Context: an optimization exercise on an open-source flow, tuned for small area and few clock cycles per item. The choices shown serve that exercise and are no tape-out recipe. RTL that was checked went through simulation tests only; none was proved equivalent to the original.

== the baseline ==
Design ultrasonic_obstacle_avoid_fsm, start of the top module:
module ultrasonic_obstacle_avoid_fsm (
  input  wire logic          clk,
  input  wire logic          rst,
  input  wire logic          s_tvalid,
  output logic               s_tready,
  input  wire logic [167:0]  s_tdata,
  output logic               m_tvalid,
  input  wire logic          m_tready,
  output logic [31:0]        m_tdata,
  output logic               m_tlast,
  input  wire logic          cfg_we,
  input  wire logic [2:0]    cfg_addr,
  input  wire logic [11:0]   cfg_wdata
);
Size in the first run: roughly 12000 um^2 of cells after synthesis.
clock: 8.0 ns
lec_check: 0
cap_margin: 20
core_margin: 2
core_utilization: 40
slew_margin: 20
run.sh (not shown) runs the stock make flow with config.mk's settings and CLKGATE_MAP_FILE= SYNTH_SCRIPT=/design/flow/synth_recipe.tcl, a recipe that flattens the netlist after the stock synthesis.
Layout checks on the baseline: not met. Flow itself completed; violations: negative setup slack.
--- input diff the baseline..the candidate ---
diff --git a/flow/design.v b/flow/design.v
--- a/flow/design.v
+++ b/flow/design.v
@@ -240,28 +240,27 @@
   assign big   = err[12] ? ((err[11:4] != 8'hff) | (err[3:0] == 4'd0))
                          : (err[11:4] != 8'd0);
   always_comb begin
     if (gt110)      corr = 8'd110;
     else if (lt110) corr = 8'h92;   
     else if (big)   corr = err[7:0];
     else            corr = 8'd0;
   end
   logic [1:0]  cnt;
   logic [2:0]  n_mode, cmd;
-  logic        upd_start, n_pref, diff;
+  logic        upd_start, n_pref;
   always_comb begin
     cnt       = 2'd1;
     n_mode    = mode;
     upd_start = 1'b0;
     n_pref    = pref;
     cmd       = C_STOP;
-    diff      = 1'b0;
     if (!au) begin
       cnt       = 2'd0;
       n_mode    = M_FWD;
       upd_start = 1'b1;
     end else if (!fv) begin
       cmd = C_STOP;
     end else begin
       case (mode)
         M_FWD: begin
           if (fstop) begin
@@ -270,22 +269,21 @@
             upd_start = 1'b1;
           end else if (jl) begin
             cmd       = C_PL;
             n_mode    = M_PL;
             upd_start = 1'b1;
           end else if (jr) begin
             cmd       = C_PR;
             n_mode    = M_PR;
             upd_start = 1'b1;
           end else if (bv) begin
-            cmd  = C_DIFF;
-            diff = 1'b1;
+            cmd = C_DIFF;
           end else begin
             cmd = C_FWD;
           end
         end
         M_PAUSE: begin
           if (ge300) begin
             cnt       = 2'd2;
             upd_start = 1'b1;
             if (lb && rb)  n_mode = M_REV;
             else if (pref) n_mode = M_PL;
@@ -306,60 +304,64 @@
           if ((ge300 && fclear) || ge1500) begin
             cnt       = 2'd2;
             upd_start = 1'b1;
             n_mode    = M_FWD;
           end
           cmd = mode;   
         end
       endcase
     end
   end
-  logic [2:0]  ocmd;
-  logic        odiff;
-  always_comb begin
-    if (pend == 2'd0) begin
-      ocmd  = cmd;
-      odiff = diff;
-    end else begin
-      ocmd  = (pend == 2'd2 || mode == M_FWD) ? C_STOP : mode;
-      odiff = 1'b0;
-    end
-  end
+  logic        o_valid;
+  logic [2:0]  o_cmd;
+  logic [7:0]  o_corr;
   logic [11:0] dl, dr, dplus, dminus;
   logic [9:0]  dsel;
   logic [12:0] cx;
   always_comb begin
-    case (ocmd)
+    case (o_cmd)
       C_BACK:        dsel = r_rp;
       C_PL, C_PR:    dsel = r_tp;
       C_FWD, C_DIFF: dsel = r_dp;
       default:       dsel = '0;
     endcase
   end
-  assign cx     = {{5{corr[7]}}, corr};
+  assign cx     = {{5{o_corr[7]}}, o_corr};
   assign dplus  = 12'(add13({3'b000, r_dp}, cx, 1'b0));
   assign dminus = 12'(add13({3'b000, r_dp}, ~cx, 1'b1));
-  assign dl     = odiff ? dplus : {2'b00, dsel};
-  assign dr     = odiff ? dminus : {2'b00, dsel};
-  logic take;
-  assign m_tvalid = (pend != 2'd0) || (s_tvalid && (cnt != 2'd0));
-  assign m_tlast  = (pend == 2'd0) ? (cnt == 2'd1) : (pend == 2'd1);
-  assign m_tdata  = {2'b00, (pend == 2'd0) ? n_mode : mode, dr, dl, ocmd};
-  assign s_tready = (pend == 2'd0) && ((cnt == 2'd0) || m_tready);
+  assign dl     = (o_cmd == C_DIFF) ? dplus : {2'b00, dsel};
+  assign dr     = (o_cmd == C_DIFF) ? dminus : {2'b00, dsel};
+  logic take, fire;
+  assign m_tvalid = o_valid;
+  assign m_tlast  = (pend == 2'd0);
+  assign m_tdata  = {2'b00, mode, dr, dl, o_cmd};
+  assign fire     = o_valid && m_tready;
+  assign s_tready = (pend == 2'd0) && (!o_valid || m_tready);
   assign take     = s_tvalid && s_tready;
   always_ff @(posedge clk) begin
     if (rst) begin
-      pend <= 2'd0;
-    end else if (pend != 2'd0) begin
-      if (m_tready) pend <= pend - 2'd1;
-    end else if (take && (cnt != 2'd0)) begin
-      pend <= cnt - 2'd1;
+      o_valid <= 1'b0;
+      pend    <= 2'd0;
+    end else if (take) begin
+      o_valid <= (cnt != 2'd0);
+      pend    <= (cnt == 2'd0) ? 2'd0 : cnt - 2'd1;
+    end else if (fire) begin
+      o_valid <= (pend != 2'd0);
+      if (pend != 2'd0) pend <= pend - 2'd1;
+    end
+  end
+  always_ff @(posedge clk) begin
+    if (take) begin
+      o_cmd  <= cmd;
+      o_corr <= corr;
+    end else if (fire) begin
+      o_cmd  <= (pend == 2'd2 || mode == M_FWD) ? C_STOP : mode;
     end
   end
   always_ff @(posedge clk) begin
     if (rst) begin
       mode <= M_FWD;
       pref <= 1'b1;
     end else if (take) begin
       mode <= n_mode;
       pref <= n_pref;
     end
## What came out
Taking the baseline as the reference point, the synthesis-to-finish area growth of the candidate falls by 15 points. The candidate completed; timing, DRC and antenna clean. Compared with the baseline, the router placed fewer vias in the candidate. I/O pin total came out exactly the same in the baseline and the candidate. Utilization for the candidate is lower than for the baseline. Of the two values seen for kind of critical path, input pin to primary output was produced by the baseline and input pin to flip-flop by the candidate. Relative to the baseline, number of standard cells in the layout, taps in and fillers out has decreased by about 7% in the candidate. For non-clock buffer count, dividing the value from the candidate by the value from the baseline gives 0.67. Register area: the baseline and the candidate compared, lower one is the baseline.
Testbench counts of the candidate, summed over its fixed seeds: cycles 12,388, ticks 12,000.
The RTL of the baseline was laid out without a check of its function.

-- static timing again, ports no longer ideal --
No port has a modelled driver above. Below, the same layouts with a new extraction and two added sets of constraints.
Step 1 assumes that a clkbuf_16 drives the clock port and a buf_2 every other input.
Step 2, shift: input delay + t, output delay - t, t = (earliest + latest rising clock arrival at the registers) / 2. This alone moves slack from input paths to output paths.
Slacks: ideal / step 1 / step 2; pairs: ideal / step 1.
run | t, ns | setup WS [ns] | slew at the worst register clock pin (ns) | worst slew at a driven data input, ns | pins driven straight from the clock port
the baseline | 0.467 | -3.675 / -3.726 / -3.726 | 0.07 / 0.07 | 0.07 | 1
the candidate | 0.462 | 0.183 / 0.204 / -0.258 | 0.07 / 0.07 | 0.07 | 1
With both steps, setup timing fails in the candidate, where it was met with ideal ports. The setup slack of the candidate, which loses most, moves by +0.021 ns with the drivers and by -0.441 ns with both steps.
